From an optimization exercise on the open Yosys and OpenROAD flow, aimed at small area; shortcuts taken in it are not production practice.
Where RTL was checked, it was by simulation tests only, not by an equivalence proof against the original.
The clock port is modelled as an ideal driver; clocking choices that lean on that would not hold on a real chip.
Power is estimated from default activity; no workload was simulated.

==> 11-14: inputs <==
==> flow/design.v <==
module reg_file_mp_aoi222 (
    input  logic a0, b0, a1, b1, a2, b2,
    output logic y
);
    assign y = ~((a0 & b0) | (a1 & b1) | (a2 & b2));
endmodule
module reg_file_mp_nand2 (
    input  logic a, b,
    output logic y
);
    assign y = ~(a & b);
endmodule
module reg_file_mp_or_n #(
    parameter int N = 11
) (
    input  logic [N-1:0] t,
    output logic         y
);
    assign y = ~&t;
endmodule
module reg_file_mp #(
    parameter int DATA_W = 32,
    parameter int ADDR_W = 5,
    parameter int NUM_RD = 4
) (
    input  logic                     clk,
    input  logic                     rst,
    output logic                     ready,
    input  logic                     we0,
    input  logic [ADDR_W-1:0]        wa0,
    input  logic [DATA_W-1:0]        wd0,
    input  logic                     we1,
    input  logic [ADDR_W-1:0]        wa1,
    input  logic [DATA_W-1:0]        wd1,
    input  logic [NUM_RD*ADDR_W-1:0] ra,
    output logic [NUM_RD*DATA_W-1:0] rd
);
    localparam int DEPTH = 2 ** ADDR_W;
    localparam int NT    = (DEPTH - 1 + 2) / 3;    
    logic [DATA_W-1:0] mem [DEPTH];
    logic wen;
    assign wen = ready && !rst;
    always_ff @(posedge clk) ready <= !rst;
    assign mem[0] = '0;
    for (genvar i = 1; i < DEPTH; i++) begin : gReg
        logic s0, s1, h;
        logic [DATA_W-1:0] dn;
        logic [DATA_W-1:0] q;
        assign s1 = wen && we1 && (wa1 == ADDR_W'(i));
        assign s0 = wen && we0 && (wa0 == ADDR_W'(i)) && !s1;
        assign h  = !rst && !s0 && !s1;
        for (genvar b = 0; b < DATA_W; b++) begin : gBit
            reg_file_mp_aoi222 uSel (
                .a0(s0), .b0(wd0[b]), .a1(s1), .b1(wd1[b]), .a2(h), .b2(q[b]), .y(dn[b])
            );
        end
        always_ff @(posedge clk) q <= ~dn;
        assign mem[i] = q;
    end
    for (genvar k = 0; k < NUM_RD; k++) begin : gRd
        logic [ADDR_W-1:0] addr;
        logic [DEPTH-1:0]  sel;
        assign addr = ra[k*ADDR_W +: ADDR_W];
        for (genvar i = 0; i < DEPTH; i++) begin : gSel
            assign sel[i] = (addr == ADDR_W'(i));
        end
        for (genvar b = 0; b < DATA_W; b++) begin : gBit
            logic [NT-1:0] t;
            for (genvar g = 0; g < NT; g++) begin : gGrp
                localparam int I0 = 3 * g + 1;
                if (I0 + 2 < DEPTH) begin : gFull
                    reg_file_mp_aoi222 uT (
                        .a0(sel[I0]),     .b0(mem[I0][b]),
                        .a1(sel[I0 + 1]), .b1(mem[I0 + 1][b]),
                        .a2(sel[I0 + 2]), .b2(mem[I0 + 2][b]),
                        .y(t[g])
                    );
                end else begin : gOne
                    reg_file_mp_nand2 uT (.a(sel[I0]), .b(mem[I0][b]), .y(t[g]));
                end
            end
            reg_file_mp_or_n #(.N(NT)) uOr (.t(t), .y(rd[k*DATA_W + b]));
        end
    end
endmodule
==> flow/flow/run.sh <==
#!/bin/bash
# Standard ORFS layout with these changes: ports buffered with buf_2 instead of the
# default delay-cell buffer; CTS without dummy loads and with clkbuf_8 leaf clusters;
# global routing offered less of met1/met2 (fastroute.tcl); AOI cells padded in
# detailed placement (route_prep.tcl).
set -euo pipefail
export BUFFER_PORTS_ARGS="-buffer_cell sky130_fd_sc_hd__buf_2"
export CTS_ARGS="-sink_clustering_enable -repair_clock_nets -dont_use_dummy_load -buf_list sky130_fd_sc_hd__clkbuf_8 -sink_clustering_size 25 -sink_clustering_max_diameter 50"
here=$(cd "$(dirname "$0")" && pwd)
export FASTROUTE_TCL=$here/fastroute.tcl
export PRE_GLOBAL_ROUTE_TCL=$here/grt_prep.tcl
export PRE_DETAIL_PLACE_TCL=$here/route_prep.tcl
export PRE_CTS_TCL=$here/route_prep.tcl
bash standard.sh > standard.log 2>&1
==> flow/flow/fastroute.tcl <==
# Global routing layers as the platform's fastroute.tcl, but with less of met1 and met2
# offered to the global router, so that horizontal wires go to met3 and pin access on
# met1 is left room.
set_global_routing_layer_adjustment $::env(MIN_ROUTING_LAYER)-$::env(MAX_ROUTING_LAYER) 0.2
set_global_routing_layer_adjustment met1 0.5
set_global_routing_layer_adjustment met2 0.3

set_routing_layers -clock $::env(MIN_CLK_ROUTING_LAYER)-$::env(MAX_ROUTING_LAYER)
set_routing_layers -signal $::env(MIN_ROUTING_LAYER)-$::env(MAX_ROUTING_LAYER)
==> flow/flow/grt_prep.tcl <==
source [file join [file dirname [info script]] route_prep.tcl]
source [file join [file dirname [info script]] fastroute.tcl]
==> flow/flow/route_prep.tcl <==
# Detailed-placement padding for the read/write AOI cells, whose six inputs sit in one
# row of li1 pins: two free sites on each side leave met2 tracks for their pin access.
set_placement_padding -masters [list sky130_fd_sc_hd__a222oi_1] -left 2 -right 2
==> flow/standard.sh <==
#!/bin/bash
# synth_recipe.tcl (not shown) runs the flow's synth.tcl, then flattens the netlist and writes it again
# the make line also repeats each setting of config.mk as NAME=value (left out here)
make -C /OpenROAD-flow-scripts/flow DESIGN_CONFIG=/design/flow/config.mk WORK_HOME=/design/flow/orfs CLKGATE_MAP_FILE= SYNTH_SCRIPT=/design/flow/synth_recipe.tcl "${@:-finish}"
==> flow/config.mk <==
export PLATFORM = sky130hd
export DESIGN_NAME = reg_file_mp
export DESIGN_NICKNAME = reg_file_mp
export VERILOG_FILES = /design/flow/design.v
export SDC_FILE = /design/flow/constraint.sdc
export NUM_CORES = 4
export LEC_CHECK = 0
export CAP_MARGIN = 0
export CELL_PAD_IN_SITES_DETAIL_PLACEMENT = 0
export CELL_PAD_IN_SITES_GLOBAL_PLACEMENT = 2
export CORE_MARGIN = 2
export CORE_UTILIZATION = 40
export PLACE_DENSITY = 0.55
export SLEW_MARGIN = 0
export SYNTH_HIERARCHICAL = 1
export SYNTH_MINIMUM_KEEP_SIZE = 0
==> flow/constraint.sdc <==
create_clock -name core_clock -period 5.5 [get_ports {clk}]
set_input_delay 1.1000 -clock core_clock [delete_from_list [all_inputs] [get_ports {clk}]]
set_output_delay 1.1000 -clock core_clock [all_outputs]
set_load 0.01 [all_outputs]
==> 02-04 (differences from 11-14) <==
==> flow/design.v, changed modules only <==
module reg_file_mp_oai22 (
    input  logic a0, b0, a1, b1,
    output logic y
);
    assign y = ~((a0 | b0) & (a1 | b1));
endmodule
module reg_file_mp_nor2 (
    input  logic a, b,
    output logic y
);
    assign y = ~(a | b);
endmodule
module reg_file_mp_or_n #(
    parameter int N = 16
) (
    input  logic [N-1:0] t,
    output logic         y
);
    assign y = |t;
endmodule
module reg_file_mp #(
    parameter int DATA_W = 32,
    parameter int ADDR_W = 5,
    parameter int NUM_RD = 4
) (
    input  logic                     clk,
    input  logic                     rst,
    output logic                     ready,
    input  logic                     we0,
    input  logic [ADDR_W-1:0]        wa0,
    input  logic [DATA_W-1:0]        wd0,
    input  logic                     we1,
    input  logic [ADDR_W-1:0]        wa1,
    input  logic [DATA_W-1:0]        wd1,
    input  logic [NUM_RD*ADDR_W-1:0] ra,
    output logic [NUM_RD*DATA_W-1:0] rd
);
    localparam int DEPTH = 2 ** ADDR_W;
    localparam int NT    = DEPTH / 2;    
    logic [DATA_W-1:0] memn [DEPTH];
    logic wen;
    assign wen = ready && !rst;
    always_ff @(posedge clk) ready <= !rst;
    assign memn[0] = '1;
    for (genvar i = 1; i < DEPTH; i++) begin : gReg
        logic s0, s1, h;
        logic [DATA_W-1:0] dn;
        logic [DATA_W-1:0] qn;
        assign s1 = wen && we1 && (wa1 == ADDR_W'(i));
        assign s0 = wen && we0 && (wa0 == ADDR_W'(i)) && !s1;
        assign h  = !rst && !s0 && !s1;
        for (genvar b = 0; b < DATA_W; b++) begin : gBit
            reg_file_mp_aoi222 uSel (
                .a0(s0), .b0(wd0[b]), .a1(s1), .b1(wd1[b]), .a2(h), .b2(~qn[b]), .y(dn[b])
            );
        end
        always_ff @(posedge clk) qn <= dn;
        assign memn[i] = qn;
    end
    for (genvar k = 0; k < NUM_RD; k++) begin : gRd
        logic [ADDR_W-1:0] addr;
        logic [DEPTH-1:0]  seln;
        assign addr = ra[k*ADDR_W +: ADDR_W];
        for (genvar i = 0; i < DEPTH; i++) begin : gSel
            assign seln[i] = !(addr == ADDR_W'(i));
        end
        for (genvar b = 0; b < DATA_W; b++) begin : gBit
            logic [NT-1:0] t;
            for (genvar g = 0; g < NT; g++) begin : gGrp
                localparam int I0 = 2 * g + 1;
                if (I0 + 1 < DEPTH) begin : gPair
                    reg_file_mp_oai22 uT (
                        .a0(seln[I0]),     .b0(memn[I0][b]),
                        .a1(seln[I0 + 1]), .b1(memn[I0 + 1][b]),
                        .y(t[g])
                    );
                end else begin : gOne
                    reg_file_mp_nor2 uT (.a(seln[I0]), .b(memn[I0][b]), .y(t[g]));
                end
            end
            reg_file_mp_or_n #(.N(NT)) uOr (.t(t), .y(rd[k*DATA_W + b]));
        end
    end
endmodule
// module reg_file_mp_nand2 removed
==> flow/flow/run.sh (replaced) <==
#!/bin/bash
# Standard ORFS layout with these changes: ports buffered with buf_2 instead of the
# default delay-cell buffer; CTS without dummy loads, clkbuf_4/8 in clusters of up to 20;
# global routing offered less of met1/met2 (fastroute.tcl).
set -euo pipefail
export BUFFER_PORTS_ARGS="-buffer_cell sky130_fd_sc_hd__buf_2"
export CTS_ARGS="-sink_clustering_enable -repair_clock_nets -dont_use_dummy_load -buf_list {sky130_fd_sc_hd__clkbuf_4 sky130_fd_sc_hd__clkbuf_8} -sink_clustering_size 20 -sink_clustering_max_diameter 40"
here=$(cd "$(dirname "$0")" && pwd)
export FASTROUTE_TCL=$here/fastroute.tcl
export PRE_GLOBAL_ROUTE_TCL=$here/fastroute.tcl
bash standard.sh > standard.log 2>&1
CAP_MARGIN = 20   (was 0)
CELL_PAD_IN_SITES_DETAIL_PLACEMENT = 1   (was 0)
SETUP_SLACK_MARGIN = 0.15   (was default)
SLEW_MARGIN = 20   (was 0)
removed: flow/flow/grt_prep.tcl
removed: flow/flow/route_prep.tcl
==> 09-02 (differences from 11-14) <==
==> flow/design.v, changed modules only <==
module reg_file_mp_oai22 (
    input  logic a0, b0, a1, b1,
    output logic y
);
    assign y = ~((a0 | b0) & (a1 | b1));
endmodule
module reg_file_mp_nor2 (
    input  logic a, b,
    output logic y
);
    assign y = ~(a | b);
endmodule
module reg_file_mp_or_n #(
    parameter int N = 16
) (
    input  logic [N-1:0] t,
    output logic         y
);
    assign y = |t;
endmodule
module reg_file_mp #(
    parameter int DATA_W = 32,
    parameter int ADDR_W = 5,
    parameter int NUM_RD = 4
) (
    input  logic                     clk,
    input  logic                     rst,
    output logic                     ready,
    input  logic                     we0,
    input  logic [ADDR_W-1:0]        wa0,
    input  logic [DATA_W-1:0]        wd0,
    input  logic                     we1,
    input  logic [ADDR_W-1:0]        wa1,
    input  logic [DATA_W-1:0]        wd1,
    input  logic [NUM_RD*ADDR_W-1:0] ra,
    output logic [NUM_RD*DATA_W-1:0] rd
);
    localparam int DEPTH = 2 ** ADDR_W;
    localparam int NT    = DEPTH / 2;    
    logic [DATA_W-1:0] memn [DEPTH];
    logic wen;
    assign wen = ready && !rst;
    always_ff @(posedge clk) ready <= !rst;
    assign memn[0] = '1;
    for (genvar i = 1; i < DEPTH; i++) begin : gReg
        logic s0, s1, h;
        logic [DATA_W-1:0] dn;
        logic [DATA_W-1:0] qn;
        assign s1 = wen && we1 && (wa1 == ADDR_W'(i));
        assign s0 = wen && we0 && (wa0 == ADDR_W'(i)) && !s1;
        assign h  = !rst && !s0 && !s1;
        for (genvar b = 0; b < DATA_W; b++) begin : gBit
            reg_file_mp_aoi222 uSel (
                .a0(s0), .b0(wd0[b]), .a1(s1), .b1(wd1[b]), .a2(h), .b2(~qn[b]), .y(dn[b])
            );
        end
        always_ff @(posedge clk) qn <= dn;
        assign memn[i] = qn;
    end
    for (genvar k = 0; k < NUM_RD; k++) begin : gRd
        logic [ADDR_W-1:0] addr;
        logic [DEPTH-1:0]  seln;
        assign addr = ra[k*ADDR_W +: ADDR_W];
        for (genvar i = 0; i < DEPTH; i++) begin : gSel
            assign seln[i] = !(addr == ADDR_W'(i));
        end
        for (genvar b = 0; b < DATA_W; b++) begin : gBit
            logic [NT-1:0] t;
            for (genvar g = 0; g < NT; g++) begin : gGrp
                localparam int I0 = 2 * g + 1;
                if (I0 + 1 < DEPTH) begin : gPair
                    reg_file_mp_oai22 uT (
                        .a0(seln[I0]),     .b0(memn[I0][b]),
                        .a1(seln[I0 + 1]), .b1(memn[I0 + 1][b]),
                        .y(t[g])
                    );
                end else begin : gOne
                    reg_file_mp_nor2 uT (.a(seln[I0]), .b(memn[I0][b]), .y(t[g]));
                end
            end
            reg_file_mp_or_n #(.N(NT)) uOr (.t(t), .y(rd[k*DATA_W + b]));
        end
    end
endmodule
// module reg_file_mp_nand2 removed
==> flow/flow/run.sh (replaced) <==
#!/bin/bash
# Standard ORFS layout with these changes: ports buffered with buf_2 instead of the
# default delay-cell buffer; CTS without dummy loads and with clkbuf_8 leaf clusters;
# global routing offered less of met1/met2 (fastroute.tcl).
set -euo pipefail
export BUFFER_PORTS_ARGS="-buffer_cell sky130_fd_sc_hd__buf_2"
export CTS_ARGS="-sink_clustering_enable -repair_clock_nets -dont_use_dummy_load -buf_list sky130_fd_sc_hd__clkbuf_8 -sink_clustering_size 25 -sink_clustering_max_diameter 50"
here=$(cd "$(dirname "$0")" && pwd)
export FASTROUTE_TCL=$here/fastroute.tcl
export PRE_GLOBAL_ROUTE_TCL=$here/fastroute.tcl
bash standard.sh > standard.log 2>&1
CELL_PAD_IN_SITES_DETAIL_PLACEMENT = 1   (was 0)
removed: flow/flow/grt_prep.tcl
removed: flow/flow/route_prep.tcl
==> qor summary <==
Run status: 02-04 timing/DRC/antenna clean; 09-02 failed layout checks; 11-14 stopped before the end
Last stage reached: 02-04 -; 09-02 -; 11-14 global routing
Layout check failures: 02-04 -; 09-02 capacitance limit, slew limit; 11-14 -
Pwr top: 02-04 sequential cells; 09-02 sequential cells; 11-14 -
DRC violation count after routing: 02-04 0; 09-02 0; 11-14 -
Mean instance size in the synthesized netlist: 02-04 8.617 sq um; 09-02 8.617 sq um; 11-14 9.828 sq um
Worst Min Path Start: 02-04 rst; 09-02 rst; 11-14 -
Sort of element at the end of the critical path: 02-04 primary output; 09-02 primary output; 11-14 -
Top-count cell post-synth: 02-04 o22ai_1; 09-02 o22ai_1; 11-14 a222oi_1
Design area: 02-04 0.06324 sq mm; 09-02 0.06254 sq mm; 11-14 -
Synth Area in Compound Gates: 02-04 0.4238; 09-02 0.4238; 11-14 0.4413
Share of the yosys chip area belonging to registers: 02-04 0.3829; 09-02 0.3829; 11-14 0.3842
Worst clock skew: 02-04 0.06140 ns; 09-02 0.06730 ns; 11-14 -
Post-synth net total: 02-04 6123; 09-02 6123; 11-14 5363
Standard cell with the maximum stage delay on the critical path: 02-04 nor4_1; 09-02 nor4_1; 11-14 -
For 11-14, only the layout was checked, not whether the RTL still works.

==> port drivers added, routing unchanged <==
The results above use ideal ports. As a check the final layouts listed here were re-extracted and re-timed, cells and wires unchanged.
Step 1 sets driving cells, clkbuf_16 on the clock port and buf_2 on the other inputs (assumed; they add their load-dependent delay and slew).
Step 2 adds t to the input delays and takes it off the output delays; t is the mean of the earliest and latest rising clock arrival at the registers after step 1. Input paths then give back, and output paths get back, about the clock's delay inside the block.
Three values: no drivers, after step 1, after step 2; two values: the first two.
| run | t (ns) | slack for setup (ns) | worst setup path after step 2 | worst data-port slew with drivers (ns) |
|---|---|---|---|---|
| 02-04 | 1.032 | 0.128 / -0.031 / -0.031 | input to output | 0.34 |
| 09-02 | 1.048 | -0.008 / -0.134 / -0.134 | input to output | 0.45 |
With both steps, setup timing fails in 02-04, where it was met with ideal ports. The setup slack of 02-04, which loses most, moves by -0.159 ns with the drivers and by -0.159 ns with both steps.
